What follows belongs to an exercise in optimizing a design on an open flow for small area; a production flow would make more cautious choices. Only simulation tests tie the RTL to the original design; equivalence was not proved. Power is estimated from default activity; no workload was simulated.

File: flow/run.sh
#!/bin/bash
# synth_recipe.tcl (not shown) runs the flow's synth.tcl, then flattens the netlist and writes it again
# the make line also repeats each setting of config.mk as NAME=value (left out here)
make -C /OpenROAD-flow-scripts/flow DESIGN_CONFIG=/design/flow/config.mk WORK_HOME=/design/flow/orfs CLKGATE_MAP_FILE= SYNTH_SCRIPT=/design/flow/synth_recipe.tcl finish
File: flow/config.mk
export PLATFORM = sky130hd
export DESIGN_NAME = clint_top
export DESIGN_NICKNAME = clint_top
export VERILOG_FILES = /design/flow/design.v
export SDC_FILE = /design/flow/constraint.sdc
export NUM_CORES = 4
export LEC_CHECK = 0
export CAP_MARGIN = 20
export CORE_MARGIN = 2
export CORE_UTILIZATION = 40
export SLEW_MARGIN = 20
File: flow/constraint.sdc
create_clock -name core_clock -period 5.0 [get_ports {clk}]
set_input_delay 1.0000 -clock core_clock [delete_from_list [all_inputs] [get_ports {clk}]]
set_output_delay 1.0000 -clock core_clock [all_outputs]
set_load 0.01 [all_outputs]
File: flow/design.v
module clint_top (
  input  logic        clk,
  input  logic        rst_n,
  input  logic [31:0] AXI_AWADDR,
  input  logic        AXI_AWVALID,
  output logic        AXI_AWREADY,
  input  logic [31:0] AXI_WDATA,
  input  logic [3:0]  AXI_WSTRB,
  input  logic        AXI_WVALID,
  output logic        AXI_WREADY,
  output logic [1:0]  AXI_BRESP,
  output logic        AXI_BVALID,
  input  logic        AXI_BREADY,
  input  logic [31:0] AXI_ARADDR,
  input  logic        AXI_ARVALID,
  output logic        AXI_ARREADY,
  output logic [31:0] AXI_RDATA,
  output logic [1:0]  AXI_RRESP,
  output logic        AXI_RVALID,
  input  logic        AXI_RREADY,
  output logic [7:0]  hart_swi,
  output logic [7:0]  hart_timeri
);
  armleocpu_clint_timebase #(
    .HART_COUNT(8),
    .HART_COUNT_WIDTH(3),
    .TIMEBASE_DIV(4)
  ) u_clint (
    .clk(clk), .rst_n(rst_n),
    .AXI_AWADDR(AXI_AWADDR), .AXI_AWVALID(AXI_AWVALID), .AXI_AWREADY(AXI_AWREADY),
    .AXI_WDATA(AXI_WDATA), .AXI_WSTRB(AXI_WSTRB), .AXI_WVALID(AXI_WVALID), .AXI_WREADY(AXI_WREADY),
    .AXI_BRESP(AXI_BRESP), .AXI_BVALID(AXI_BVALID), .AXI_BREADY(AXI_BREADY),
    .AXI_ARADDR(AXI_ARADDR), .AXI_ARVALID(AXI_ARVALID), .AXI_ARREADY(AXI_ARREADY),
    .AXI_RDATA(AXI_RDATA), .AXI_RRESP(AXI_RRESP), .AXI_RVALID(AXI_RVALID), .AXI_RREADY(AXI_RREADY),
    .hart_swi(hart_swi), .hart_timeri(hart_timeri)
  );
endmodule

module armleocpu_clint_timebase #(
  parameter int HART_COUNT       = 8,
  parameter int HART_COUNT_WIDTH = 3,
  parameter int TIMEBASE_DIV     = 1
) (
  input  logic                  clk,
  input  logic                  rst_n,
  input  logic [31:0]           AXI_AWADDR,
  input  logic                  AXI_AWVALID,
  output logic                  AXI_AWREADY,
  input  logic [31:0]           AXI_WDATA,
  input  logic [3:0]            AXI_WSTRB,
  input  logic                  AXI_WVALID,
  output logic                  AXI_WREADY,
  output logic [1:0]            AXI_BRESP,
  output logic                  AXI_BVALID,
  input  logic                  AXI_BREADY,
  input  logic [31:0]           AXI_ARADDR,
  input  logic                  AXI_ARVALID,
  output logic                  AXI_ARREADY,
  output logic [31:0]           AXI_RDATA,
  output logic [1:0]            AXI_RRESP,
  output logic                  AXI_RVALID,
  input  logic                  AXI_RREADY,
  output logic [HART_COUNT-1:0] hart_swi,
  output logic [HART_COUNT-1:0] hart_timeri
);
  typedef enum logic [1:0] {IDLE, WRESP, RRESP} state_e;
  typedef enum logic [1:0] {SEL_NONE, SEL_MSIP, SEL_CMP, SEL_MTIME} sel_e;
  typedef struct packed {
    sel_e                        sel;
    logic                        hi;
    logic [HART_COUNT_WIDTH-1:0] idx;
  } dec_t;
  function automatic dec_t decode(input logic [31:0] addr);
    dec_t d;
    d.sel = SEL_NONE;
    d.hi  = addr[2];
    d.idx = '0;
    if (addr[31:16] == 16'h0 && addr[1:0] == 2'b00) begin
      if (addr[15:14] == 2'b00) begin
        if ({20'h0, addr[13:2]} < HART_COUNT) begin
          d.sel = SEL_MSIP;
          d.idx = addr[2 +: HART_COUNT_WIDTH];
        end
      end else if (addr[15:14] == 2'b01) begin
        if ({21'h0, addr[13:3]} < HART_COUNT) begin
          d.sel = SEL_CMP;
          d.idx = addr[3 +: HART_COUNT_WIDTH];
        end
      end else if (addr[15:3] == 13'h17FF) begin
        d.sel = SEL_MTIME;
      end
    end
    decode = d;
  endfunction
  function automatic logic [31:0] merge_bytes(input logic [31:0] old, input logic [31:0] wdata,
                                              input logic [3:0] wstrb);
    logic [31:0] r;
    r = old;
    for (int b = 0; b < 4; b++) begin
      if (wstrb[b]) r[8*b +: 8] = wdata[8*b +: 8];
    end
    merge_bytes = r;
  endfunction
  state_e                state_q;
  logic                  bvalid_q, rvalid_q;
  logic [1:0]            bresp_q, rresp_q, rresp_d;
  logic [31:0]           rdata_q, rdata_d;
  logic [HART_COUNT-1:0] msip_q;
  logic [HART_COUNT-1:0] timeri_q;
  logic [63:0]           mtimecmp_q [HART_COUNT];
  logic [63:0]           mtime_q, mtime_d;
  logic                  tick;
  dec_t                  wdec, rdec;
  logic                  wr_fire, rd_fire;
  assign wdec    = decode(AXI_AWADDR);
  assign rdec    = decode(AXI_ARADDR);
  assign wr_fire = (state_q == IDLE) && AXI_AWVALID && AXI_WVALID;
  assign rd_fire = (state_q == IDLE) && !wr_fire && AXI_ARVALID;
  assign AXI_AWREADY = wr_fire;
  assign AXI_WREADY  = wr_fire;
  assign AXI_ARREADY = rd_fire;
  assign AXI_BVALID  = bvalid_q;
  assign AXI_BRESP   = bresp_q;
  assign AXI_RVALID  = rvalid_q;
  assign AXI_RRESP   = rresp_q;
  assign AXI_RDATA   = rdata_q;
  assign hart_swi    = msip_q;
  assign hart_timeri = timeri_q;
  logic [15:0] presc_q;
  assign tick = (presc_q == 16'(TIMEBASE_DIV - 1));
  always_ff @(posedge clk) begin
    if (!rst_n) presc_q <= '0;
    else        presc_q <= tick ? 16'd0 : presc_q + 16'd1;
  end
  always_comb begin
    mtime_d = mtime_q;
    if (tick) mtime_d = mtime_q + 64'd1;
    if (wr_fire && wdec.sel == SEL_MTIME) begin
      mtime_d = mtime_q;
      if (wdec.hi) mtime_d[63:32] = merge_bytes(mtime_q[63:32], AXI_WDATA, AXI_WSTRB);
      else         mtime_d[31:0]  = merge_bytes(mtime_q[31:0], AXI_WDATA, AXI_WSTRB);
    end
  end
  always_comb begin
    rdata_d = 32'h0;
    rresp_d = 2'b00;
    case (rdec.sel)
      SEL_MSIP:  rdata_d = {31'h0, msip_q[rdec.idx]};
      SEL_CMP:   rdata_d = rdec.hi ? mtimecmp_q[rdec.idx][63:32] : mtimecmp_q[rdec.idx][31:0];
      SEL_MTIME: rdata_d = rdec.hi ? mtime_q[63:32] : mtime_q[31:0];
      default:   rresp_d = 2'b10;
    endcase
  end
  always_ff @(posedge clk) begin
    if (!rst_n) begin
      msip_q   <= '0;
      timeri_q <= '0;
      mtime_q  <= '0;
      for (int h = 0; h < HART_COUNT; h++) mtimecmp_q[h] <= '1;
    end else begin
      mtime_q <= mtime_d;
      for (int h = 0; h < HART_COUNT; h++) timeri_q[h] <= (mtime_q >= mtimecmp_q[h]);
      if (wr_fire && wdec.sel == SEL_MSIP && AXI_WSTRB[0]) msip_q[wdec.idx] <= AXI_WDATA[0];
      if (wr_fire && wdec.sel == SEL_CMP) begin
        if (wdec.hi)
          mtimecmp_q[wdec.idx][63:32] <= merge_bytes(mtimecmp_q[wdec.idx][63:32], AXI_WDATA, AXI_WSTRB);
        else
          mtimecmp_q[wdec.idx][31:0]  <= merge_bytes(mtimecmp_q[wdec.idx][31:0], AXI_WDATA, AXI_WSTRB);
      end
    end
  end
  always_ff @(posedge clk) begin
    if (!rst_n) begin
      state_q  <= IDLE;
      bvalid_q <= 1'b0;
      bresp_q  <= 2'b00;
      rvalid_q <= 1'b0;
      rresp_q  <= 2'b00;
      rdata_q  <= 32'h0;
    end else begin
      case (state_q)
        IDLE: begin
          if (wr_fire) begin
            state_q  <= WRESP;
            bvalid_q <= 1'b1;
            bresp_q  <= (wdec.sel == SEL_NONE) ? 2'b10 : 2'b00;
          end else if (rd_fire) begin
            state_q  <= RRESP;
            rvalid_q <= 1'b1;
            rdata_q  <= rdata_d;
            rresp_q  <= rresp_d;
          end
        end
        WRESP: begin
          if (AXI_BREADY) begin
            state_q  <= IDLE;
            bvalid_q <= 1'b0;
          end
        end
        RRESP: begin
          if (AXI_RREADY) begin
            state_q  <= IDLE;
            rvalid_q <= 1'b0;
          end
        end
        default: state_q <= IDLE;
      endcase
    end
  end
endmodule
==> notes.md <==
-- cell usage after synthesis, types with 15 or more instances --
master / instances / area (um2)
dfxtp_1: 134 / 2680
o211ai_1: 129 / 968
nand2_1: 441 / 1660
a21o_1: 134 / 1010
ha_1: 517 / 6470
nand3_1: 64 / 320
clkbuf_1: 265 / 995
or3_1: 529 / 3310
nor2_1: 197 / 739
nor4_1: 25 / 156
nor3_1: 57 / 285
buf_2: 20 / 100
a211oi_1: 43 / 323
a221oi_1: 22 / 193
a32oi_1: 20 / 175
edfxtp_1: 512 / 15400
mux4_2: 28 / 631
o21a_1: 17 / 128
and3_1: 50 / 313
mux2i_1: 37 / 370
inv_1: 541 / 2030
a21oi_1: 229 / 1150
o221ai_1: 15 / 131
and2_1: 24 / 150
nand4_1: 105 / 657
a31oi_1: 94 / 588
nor2b_1: 29 / 181
a21boi_0: 20 / 150
and3b_1: 16 / 140
o21ai_0: 289 / 1450
-- placed cells by master (no fill, tap or decap), types with 17 or more instances in the layout --
cell / n
a31oi_1: 94
edfxtp_1: 512
dfxtp_1: 134
inv_1: 541
nor2_1: 195
a32oi_1: 20
clkdlybuf4s50_1: 148
nor2b_1: 29
and2_1: 24
nor3_1: 56
mux2i_1: 37
ha_1: 517
or3_1: 528
nand3_1: 64
buf_4: 206
clkbuf_16: 80
a221oi_1: 22
o211ai_1: 129
a21o_1: 134
a21boi_0: 20
nand4_1: 105
o21a_1: 17
nor4_1: 25
nand2_1: 428
a211oi_1: 42
and3_1: 50
a21oi_1: 228
o21ai_0: 277
mux4_2: 28
-- layer usage --
metal	share of wire	global-route usage	wire [um]
met5	0.00017	0	30
met4	0.050	0.137	8770
met3	0.10	0.0581	17800
met2	0.44	0.464	76800
met1	0.41	0.404	71200
-- sequential cells by signal, indices dropped and copies added, names as in the netlist --
signal / count
u_clint.state_q: 2
u_clint.mtimecmp_q: 512
u_clint.msip_q: 8
u_clint.rdata_q: 32
u_clint.timeri_q: 8
u_clint.presc_q: 16
u_clint.rvalid_q: 1
u_clint.bresp_q: 1
u_clint.bvalid_q: 1
u_clint.rresp_q: 1
u_clint.mtime_q: 64
-- cells by family after synthesis --
logic type                 count (synthesis)  share of synthesized area
and+or+nand+nor                         1597                      0.189
DFF                                      646                      0.405
xor gates and xnor gates                  14                    0.00275
muxes                                     67                     0.0233
adders and majority gates                517                      0.145
AOI/OAI and AO/OA                       1116                      0.162
other                                      1                  0.0000841
buffers and inverters                    848                     0.0733
-- power breakdown --
part	total [mW]	internal, mW	leakage, nW	switching [mW]
combinational	1.06	0.346	15.1	0.714
sequential	6.11	5.99	6.08	0.127
clock	6.12	3.66	1.30	2.46
total	13.3	9.99	22.5	3.30
-- stage by stage --
step	instances	area (um2)	power (mW)	worst slack, ns
final	6519	51400	13.3	0.914
after global routing	6515	51400	13.6	0.712
after CTS	6512	51400	13.3	0.900
after detailed placement	6368	48700	7.25	0.242
after global placement	6367	48700	7.23	0.237
after floorplan	4807	44600	6.71	1.29
-- critical path: cells and delay by family --
family | cells | cell delay (ns)
compound gates | 1 | 0.82
buf+inv | 2 | 0.68
simple gates | 6 | 1.83
-- area by class of cell --
type	instances	area, um2	area share
antenna	4	10.0	0.000195
clock buffer	95	2090	0.0406
clock inverter	49	614	0.0119
inverter	541	2030	0.0395
multi-input combinational	3313	23400	0.454
sequential	646	18100	0.351
tap	1488	1860	0.0362
timing repair buffer	383	3390	0.0660
-- path summary, 6_finish.rpt --
kind                                         start                         to
worst max-delay path                AXI_AWADDR[20]  u_clint.mtimecmp_q[4][31]
worst min-delay path            u_clint.presc_q[0]         u_clint.presc_q[0]
worst max register to register  u_clint.mtime_q[9]        u_clint.timeri_q[6]
worst min register to register  u_clint.presc_q[0]         u_clint.presc_q[0]
==> impl_metrics.yaml <==
floorplan:
  core_area_mm2: 0.111
  die_h_um: 338
  start_util: 0.403
  rows: 122
  die_w_um: 338
  io_pins: 164
  dieArea_mm2: 0.114
power_and_ir_drop:
  peakVddDrop_mv: 0.253
  power-per-cell-area_mw_per_mm2: 258
  p_leak_nw: 22.5
cts:
  cts_resized: 0
  cts_setup_buffers: 0
  holdBufCountCts: 0
  worstSkewPairLatency_ns: 0.67
  htreeDepth: 3
  clk_path_buf_depth: 3
  cts_tree: "built"
  clock-root-buffer: "clkbuf_16"
  cts_buffers: 77
  clkSinkCount: 646
  cts.clk_slew.worst_paths_ns: 0.06
run:
  cap_viol_max_count: 0
grt:
  grt_pass1_wl_um: 249000
  grt_overflow: 0
  antenna_found_initial: 11
  track_usage: 0.299
  grt_start_max_net_pins: 119
  grt_pass1_vias: 37000
setup_path:
  path_cells: "clkdlybuf4s50_1 -> nor4_1 -> and3_1 -> and3_1 -> nor2b_1 -> and4b_1 -> nand2_1 -> buf_12 -> o21ai_0"
  max_stage_delay_ns: 0.82
  critPathMaxFanout: 43
  cp-end-kind: "flip-flop"
  crit_arrival_ns: 4.36
  critPathKind: "primary input to flip-flop"
  cp.required_ns: 5.27
  timing.critical_path.from_type: "primary input"
  r2r.worst_path.cells: 9
  rrSetupSlack_ns: 1.02
  critical_path.slowest_cell: "o21ai_0"
  path_common_cell: "and3_1"
drt:
  wl_per_cell_um: 26.8
  remaining_drc_errors: 0
  via_per_inst: 6.06
  ant_nets: 0
  drt_iter0_markers: 4719
  num_vias: 39500
  drt-total-wl_um: 175000
  dr.pass1.iters: 7
layout:
  fill_cells: 10400
  fin_nets: 5586
  area_growth_pct: 15.3
  utilization: 0.465
  drive_above_1_share: 0.0891
sta:
  fin_skew_ns: 0.0304
  fmaxAchievable_mhz: 245
  period_share: 0.817
  tns_ns: 0
  finalHoldViolations: 0
  relSlewSlack: 0.157
  period_needed_ns: 4.09
  finalSetupViolCount: 0
  worst_pin_slew_ns: 1.26
  grt_setup_unrepaired: "no"
  timing.hold.ws_ns: 0.460
  final_max_slew_viol_count: 0
worst_hold_path:
  hold_class: "flip-flop to flip-flop"
  hold_depth: 1
status:
  outcome: "complete, no violations"
yosys:
  netlist_area_mm2: 0.0446
  ys_ff_latch: 646
  synth_seq_area_share: 0.405
  synthCells: 4806
  synth.avg_cell_area_um2: 9.28
  ys_warn_count: 1
  synth-edff-count: 512
  synth_flop_cell: "edfxtp_1"
  synth-async-reset-ratio: 0
  yosysUniqueCellTypes: 81
placement:
  gp_congestion: 0.924
  io_buffers: 161
  hpwl_um: 124000

-- re-timing with driven ports --
Ports are ideal in the flow. The routed layout listed here was re-timed in OpenROAD. Step 1 sets driving cells, clkbuf_16 on the clock port and buf_2 on the other inputs (assumed; they add their load-dependent delay and slew). Step 2 also shifts input and output timing later by t, the mid clock arrival at the registers, as if the neighbouring blocks saw the same clock. Slacks: ideal / step 1 / step 2; pairs: ideal / step 1.
shift t [ns]: 0.732
setup slack, ns: 0.914 / 0.967 / 0.235
worst slew at a driven data input, ns: 0.06
cell pins on the clock port's net: 1
After both steps setup and hold are still met in this run. For this run, drivers alone change the setup slack by +0.053 ns; drivers and shift together by -0.679 ns.
